What follows belongs to an exercise in optimizing a design on an open flow for small area, a short achievable clock period and few clock cycles; a production flow would make more cautious choices.

==> trial 40: inputs <==
// mdu_seq
module mdu_seq #(
    parameter int XLEN = 64
) (
    input  logic            clk,
    input  logic            rst_n,
    input  logic            req_valid,
    output logic            req_ready,
    input  logic [4:0]      req_op,
    input  logic            req_word,
    input  logic [XLEN-1:0] req_src1,
    input  logic [XLEN-1:0] req_src2,
    input  logic [4:0]      req_rd,
    input  logic            flush,
    output logic            resp_valid,
    input  logic            resp_ready,
    output logic [XLEN-1:0] resp_data,
    output logic [4:0]      resp_rd,
    output logic            busy
);
export LEC_CHECK = 0
export CAP_MARGIN = 20
export CORE_MARGIN = 2
export CORE_UTILIZATION = 40
export SETUP_SLACK_MARGIN = 1.5
export SLEW_MARGIN = 20
create_clock -name core_clock -period 6.0 [get_ports {clk}]
run.sh (not shown) runs the stock make flow with config.mk's settings and CLKGATE_MAP_FILE= SYNTH_SCRIPT=/design/flow/synth_recipe.tcl, a recipe that flattens the netlist after the stock synthesis.
==> build 72 (differences from trial 40) <==
==> flow/design.v (replaced) <==
module mdu_lzc64 (
    input  logic [63:0] x,
    output logic [6:0]  cnt
);
    logic [63:0]    v0;
    logic [31:0]    v1;
    logic [31:0]    c1;
    logic [15:0]    v2;
    logic [31:0]    c2;
    logic [7:0]     v3;
    logic [23:0]    c3;
    logic [3:0]     v4;
    logic [15:0]    c4;
    logic [1:0]     v5;
    logic [9:0]     c5;
    always_comb begin
        v0 = x;
        for (int g = 0; g < 32; g++) begin
            v1[g] = v0[2*g+1] | v0[2*g];
            c1[g] = ~v0[2*g+1];
        end
        for (int g = 0; g < 16; g++) begin
            v2[g]         = v1[2*g+1] | v1[2*g];
            c2[2*g +: 2]  = v1[2*g+1] ? {1'b0, c1[2*g+1]} : {1'b1, c1[2*g]};
        end
        for (int g = 0; g < 8; g++) begin
            v3[g]         = v2[2*g+1] | v2[2*g];
            c3[3*g +: 3]  = v2[2*g+1] ? {1'b0, c2[2*(2*g+1) +: 2]} : {1'b1, c2[2*(2*g) +: 2]};
        end
        for (int g = 0; g < 4; g++) begin
            v4[g]         = v3[2*g+1] | v3[2*g];
            c4[4*g +: 4]  = v3[2*g+1] ? {1'b0, c3[3*(2*g+1) +: 3]} : {1'b1, c3[3*(2*g) +: 3]};
        end
        for (int g = 0; g < 2; g++) begin
            v5[g]         = v4[2*g+1] | v4[2*g];
            c5[5*g +: 5]  = v4[2*g+1] ? {1'b0, c4[4*(2*g+1) +: 4]} : {1'b1, c4[4*(2*g) +: 4]};
        end
        if (v5[1])      cnt = {2'b00, c5[9:5]};
        else if (v5[0]) cnt = {2'b01, c5[4:0]};
        else            cnt = 7'd64;
    end
endmodule
module mdu_neg64 (
    input  logic [63:0] x,
    input  logic        neg,
    output logic [63:0] y
);
    logic [6:0][63:0] u;
    logic [63:0]      p;
    always_comb begin
        u[0] = x;
        for (int l = 0; l < 6; l++) begin
            u[l+1] = u[l];
            for (int i = 0; i < 64; i++)
                if ((i % (2 << l)) == (2 << l) - 1) u[l+1][i] = u[l][i] | u[l][i - (1 << l)];
        end
        p = u[6];
        for (int l = 4; l >= 0; l--)
            for (int i = 0; i < 64; i++)
                if ((i % (2 << l)) == (1 << l) - 1 && i >= (2 << l)) p[i] = p[i] | p[i - (1 << l)];
        y = x ^ ({p[62:0], 1'b0} & {64{neg}});
    end
endmodule
module mdu_add #(
    parameter int W = 66
) (
    input  logic [W-1:0] a,
    input  logic [W-1:0] b,
    input  logic         ci,
    output logic [W-1:0] s
);
    localparam int L = $clog2(W + 1);
    logic [L:0][W:0] g;
    logic [L:0][W:0] p;
    always_comb begin
        g[0] = {a & b, ci};
        p[0] = {a ^ b, 1'b0};
        for (int l = 0; l < L; l++)
            for (int i = 0; i <= W; i++)
                if ((i >> l) & 1) begin
                    g[l+1][i] = g[l][i] | (p[l][i] & g[l][((i >> l) << l) - 1]);
                    p[l+1][i] = p[l][i] & p[l][((i >> l) << l) - 1];
                end else begin
                    g[l+1][i] = g[l][i];
                    p[l+1][i] = p[l][i];
                end
        s = (a ^ b) ^ g[L][W-1:0];
    end
endmodule
module mdu_seq #(
    parameter int XLEN = 64
) (
    input  logic            clk,
    input  logic            rst_n,
    input  logic            req_valid,
    output logic            req_ready,
    input  logic [4:0]      req_op,
    input  logic            req_word,
    input  logic [XLEN-1:0] req_src1,
    input  logic [XLEN-1:0] req_src2,
    input  logic [4:0]      req_rd,
    input  logic            flush,
    output logic            resp_valid,
    input  logic            resp_ready,
    output logic [XLEN-1:0] resp_data,
    output logic [4:0]      resp_rd,
    output logic            busy
);
    localparam int MDU_MUL  = 0;
    localparam int MDU_DIV  = 1;
    localparam int MDU_DIVU = 2;
    localparam int MDU_REM  = 3;
    localparam int MDU_REMU = 4;
    localparam logic [1:0] IDLE = 2'd0;
    localparam logic [1:0] ALGN = 2'd1;    
    localparam logic [1:0] ITER = 2'd2;
    localparam logic [1:0] FIN  = 2'd3;    
    logic [1:0]  state_q;
    logic        resp_valid_q;
    logic        fix_q;
    logic [65:0] r0_q;       
    logic [64:0] r1_q;       
    logic [63:0] r2_q;       
    logic        pp1_q;      
    logic        pp2_q;      
    logic        ppn_q;      
    logic [5:0]  cnt_q;      
    logic        last_q;     
    logic        triv_q;     
    logic        bz_q;       
    logic        mul_q;
    logic        rem_q;
    logic        inv_q;
    logic        word_q;
    logic        s1_q;
    logic        s2_q;
    logic [4:0]  rd_q;
    logic [63:0] resp_q;
    logic [4:0]  resp_rd_q;
    logic        resp_word_q;
    logic        accept;
    logic        resp_free;
    logic        can_end;    
    assign resp_free  = ~fix_q & (~resp_valid_q | resp_ready);
    assign can_end    = ((state_q == ALGN) & triv_q) |
                        ((state_q == ITER) & last_q & ~rem_q) |
                        (state_q == FIN);
    assign req_ready  = ~flush & ((state_q == IDLE) | (can_end & resp_free));
    assign accept     = req_valid & req_ready;
    assign busy       = (state_q != IDLE) | resp_valid_q | fix_q;
    assign resp_valid = resp_valid_q;
    assign resp_data  = resp_word_q ? {{32{resp_q[31]}}, resp_q[31:0]} : resp_q;
    assign resp_rd    = resp_rd_q;
    logic        in_sgn;
    logic        in_onehot;
    logic        in_mul;
    logic [63:0] in_ext1, in_ext2;
    logic        in_s1, in_s2;
    logic [63:0] in_m1, in_m2;
    logic        in_m2_small;    
    logic [6:0]  in_lz2;
    logic [6:0]  in_lz1e;        
    logic [7:0]  in_k;
    logic        in_bz;
    logic        in_triv;
    logic        in_swap;
    always_comb begin
        in_onehot = (req_op != 5'd0) && ((req_op & (req_op - 5'd1)) == 5'd0);
        in_mul    = req_op[MDU_MUL] & in_onehot;
        in_sgn    = req_op[MDU_MUL] | req_op[MDU_DIV] | req_op[MDU_REM];
        in_ext1   = req_word ? {{32{in_sgn & req_src1[31]}}, req_src1[31:0]} : req_src1;
        in_ext2   = req_word ? {{32{in_sgn & req_src2[31]}}, req_src2[31:0]} : req_src2;
        in_s1     = in_sgn & in_ext1[63];
        in_s2     = in_sgn & in_ext2[63];
        in_m2_small = (in_ext2[63:1] == 63'd0) | (in_ext2 == 64'hFFFF_FFFF_FFFF_FFFF);
        in_bz     = (in_ext2 == 64'd0);
    end
    mdu_neg64 u_neg1 (.x(in_ext1), .neg(in_s1), .y(in_m1));
    mdu_neg64 u_neg2 (.x(in_ext2), .neg(in_s2), .y(in_m2));
    mdu_lzc64 u_lz1 (.x(in_s1 ? {~in_ext1[62:0], 1'b1} : in_ext1), .cnt(in_lz1e));
    mdu_lzc64 u_lz2 (.x(in_ext2 ^ {64{in_s2}}), .cnt(in_lz2));
    always_comb begin
        in_k    = {1'b0, in_lz2} - {1'b0, in_lz1e};
        in_triv = ~in_mul & (~in_onehot | in_bz | in_k[7]);
        in_swap = in_lz1e > in_lz2;
    end
    logic [2:0]  bt_in, bt_swap, bt_it;
    logic        msgn;
    always_comb begin
        msgn    = s1_q ^ s2_q;
        bt_in   = {in_m2[0],
                   in_m2[1] & ~in_m2[0],
                   in_m2[1] ^ in_s1 ^ in_s2};
        bt_swap = {r1_q[0],
                   r1_q[1] & ~r1_q[0],
                   r1_q[1] ^ msgn};
        bt_it   = {r2_q[2] ^ r2_q[1],
                   (r2_q[3] & ~r2_q[2] & ~r2_q[1]) | (~r2_q[3] & r2_q[2] & r2_q[1]),
                   (r2_q[3] & ~(r2_q[2] & r2_q[1])) ^ msgn};
    end
    logic [64:0] n_d;
    always_comb begin
        n_d = {1'b0, r2_q} << cnt_q;
    end
    logic [65:0] add_b;
    logic [65:0] sum;
    logic        qbit;
    always_comb begin
        add_b = ({66{pp1_q}} & {1'b0, r1_q}) | ({66{pp2_q}} & {r1_q, 1'b0});
        add_b = add_b ^ {66{ppn_q}};
    end
    mdu_add #(.W(66)) u_add (.a(r0_q), .b(add_b), .ci(ppn_q), .s(sum));
    assign qbit = ~sum[65];
    logic [63:0] it_res;
    logic        it_neg;
    logic [63:0] tr_res;
    logic        tr_neg;
    logic [63:0] fin_res;
    logic [63:0] fix_val;
    always_comb begin
        it_res  = mul_q ? sum[63:0] : {r2_q[62:0], qbit};
        it_neg  = ~mul_q & (s1_q ^ s2_q);
        tr_res  = inv_q ? 64'd0 : (rem_q ? r1_q[63:0] : (bz_q ? 64'hFFFF_FFFF_FFFF_FFFF : 64'd0));
        tr_neg  = ~inv_q & rem_q & s1_q;
        fin_res = r0_q[65] ? sum[63:0] : r0_q[63:0];
    end
    mdu_neg64 u_negf (.x(resp_q), .neg(1'b1), .y(fix_val));
    logic        load_resp;
    logic [63:0] load_val;
    logic        load_neg;
    logic        it_go;      
    always_comb begin
        load_resp = can_end & resp_free;
        load_val  = it_res;
        load_neg  = it_neg;
        if (state_q == ALGN) begin
            load_val  = tr_res;
            load_neg  = tr_neg;
        end else if (state_q == FIN) begin
            load_val  = fin_res;
            load_neg  = s1_q;
        end
        it_go = (state_q == ITER) && (!last_q || rem_q || resp_free);
    end
    always_ff @(posedge clk or negedge rst_n) begin
        if (!rst_n) begin
            state_q      <= IDLE;
            resp_valid_q <= 1'b0;
            fix_q        <= 1'b0;
        end else begin
            if (load_resp) begin
                resp_valid_q <= ~load_neg;
                fix_q        <= load_neg;
            end else if (fix_q) begin
                resp_valid_q <= 1'b1;
                fix_q        <= 1'b0;
            end else if (resp_ready) begin
                resp_valid_q <= 1'b0;
            end
            if (accept)
                state_q <= (in_mul && !in_swap) ? ITER : ALGN;
            else if (load_resp)
                state_q <= IDLE;
            else if (state_q == ALGN && !triv_q)
                state_q <= ITER;
            else if (it_go && last_q)
                state_q <= FIN;      
            if (flush) begin
                state_q      <= IDLE;
                resp_valid_q <= 1'b0;
                fix_q        <= 1'b0;
            end
        end
    end
    always_ff @(posedge clk) begin
        if (load_resp) begin
            resp_q      <= load_val;
            resp_rd_q   <= rd_q;
            resp_word_q <= word_q;
        end else if (fix_q) begin
            resp_q      <= fix_val;
        end
        if (accept) begin
            mul_q   <= in_mul;
            rem_q   <= req_op[MDU_REM] | req_op[MDU_REMU];
            inv_q   <= ~in_onehot;
            word_q  <= req_word;
            s1_q    <= in_s1;
            s2_q    <= in_s2;
            rd_q    <= req_rd;
            r0_q    <= in_mul ? 66'd0 : {2'b00, in_m1};
            r1_q    <= {1'b0, in_m1};
            r2_q    <= in_m2;
            {pp1_q, pp2_q, ppn_q} <= in_mul ? bt_in : 3'b101;
            triv_q  <= in_triv;
            bz_q    <= in_bz;
            cnt_q   <= in_mul ? 6'd0 : (in_k[6] ? 6'd63 : in_k[5:0]);
            last_q  <= in_mul ? in_m2_small : (in_lz2 == in_lz1e);
        end else if (state_q == ALGN && !triv_q) begin
            r1_q    <= n_d;
            if (mul_q) begin
                r2_q   <= r1_q[63:0];
                last_q <= (r1_q[63:1] == 63'd0);
                {pp1_q, pp2_q, ppn_q} <= bt_swap;
            end else begin
                r2_q   <= 64'd0;
            end
        end else if (it_go) begin
            r0_q <= sum;
            if (mul_q) begin
                r1_q    <= {r1_q[62:0], 2'b00};
                r2_q    <= {2'b00, r2_q[63:2]};
                last_q  <= (r2_q[63:3] == 61'd0);
                {pp1_q, pp2_q, ppn_q} <= bt_it;
            end else begin
                if (!last_q) r1_q <= {1'b0, r1_q[64:1]};
                r2_q    <= {r2_q[62:0], qbit};
                ppn_q   <= qbit;
                cnt_q   <= cnt_q - 6'd1;
                last_q  <= (cnt_q == 6'd1);
            end
        end
    end
endmodule
==> flow/config.mk (replaced) <==
export PLATFORM = sky130hd
export DESIGN_NAME = mdu_seq
export DESIGN_NICKNAME = mdu_seq
export VERILOG_FILES = /design/flow/design.v
export SDC_FILE = /design/flow/constraint.sdc
export NUM_CORES = 4
export LEC_CHECK = 0
export CAP_MARGIN = 20
export CORE_MARGIN = 2
export CORE_UTILIZATION = 40
export SETUP_SLACK_MARGIN = 2.0
export SLEW_MARGIN = 20
==> build 70 (differences from trial 40) <==
==> flow/config.mk (replaced) <==
export PLATFORM = sky130hd
export DESIGN_NAME = mdu_seq
export DESIGN_NICKNAME = mdu_seq
export VERILOG_FILES = /design/flow/design.v
export SDC_FILE = /design/flow/constraint.sdc
export NUM_CORES = 4
export LEC_CHECK = 0
export CAP_MARGIN = 20
export CORE_MARGIN = 2
export CORE_UTILIZATION = 40
export SLEW_MARGIN = 20
==> summary.txt <==
status=complete, no violations; Multi-In Gates=3450; first-pass GRT wire length=258300 um; FF-to-FF Start=r2_q[0]; CP max FO=6; clkbuf count=43
the above is filed under trial 40

==> summary.txt <==
Multi-In Gates=3108; status=complete, no violations; clkbuf count=49; FF-to-FF Start=pp2_q; first-pass GRT wire length=223000 um; Post-synth top cells=nand2_1 (390), o21ai_0 (331), nor2_1 (296)
the above is filed under build 72

==> summary.txt <==
clkbuf count=47; hold depth=0; most frequent cells in the layout=a21oi_1 (435), nand2_1 (414), buf_4 (408), o21ai_0 (355), nor2_1 (345); FF-to-FF Start=s1_q; status=complete, no violations; CP max FO=13
the above is filed under build 70

No functional check of the RTL was part of any run of this note.

static timing again, ports no longer ideal:
The flow's constraints put no driver on any port. The routed layouts listed below were extracted and timed again, unchanged, in two steps. Step 1 (the two cells are an assumption about what drives the block):
set clk [get_ports {clk}]
set_driving_cell -lib_cell sky130_fd_sc_hd__clkbuf_16 $clk
set_driving_cell -lib_cell sky130_fd_sc_hd__buf_2 [delete_from_list [all_inputs] $clk]
Step 2 also shifts input and output timing later by t, the mid clock arrival at the registers, as if the neighbouring blocks saw the same clock. Slacks: ideal ports / drivers / drivers and shift; pairs: ideal ports / drivers.
run | t (ns) | slack for setup (ns) | hold slack, ns | latest minus earliest clock arrival (ns) | worst data-port slew with drivers (ns)
trial 40 | 0.655 | 0.718 / 0.718 / 0.161 | 0.420 / 0.420 / 0.420 | 0.033 / 0.033 | 0.05
build 72 | 0.623 | 1.100 / 1.120 / 0.497 | 0.420 / 0.420 / 0.420 | 0.023 / 0.024 | 0.06
build 70 | 0.655 | 0.174 / 0.226 / -0.429 | 0.416 / 0.416 / 0.416 | 0.027 / 0.027 | 0.07
With both steps, setup timing fails in build 70, where it was met with ideal ports.
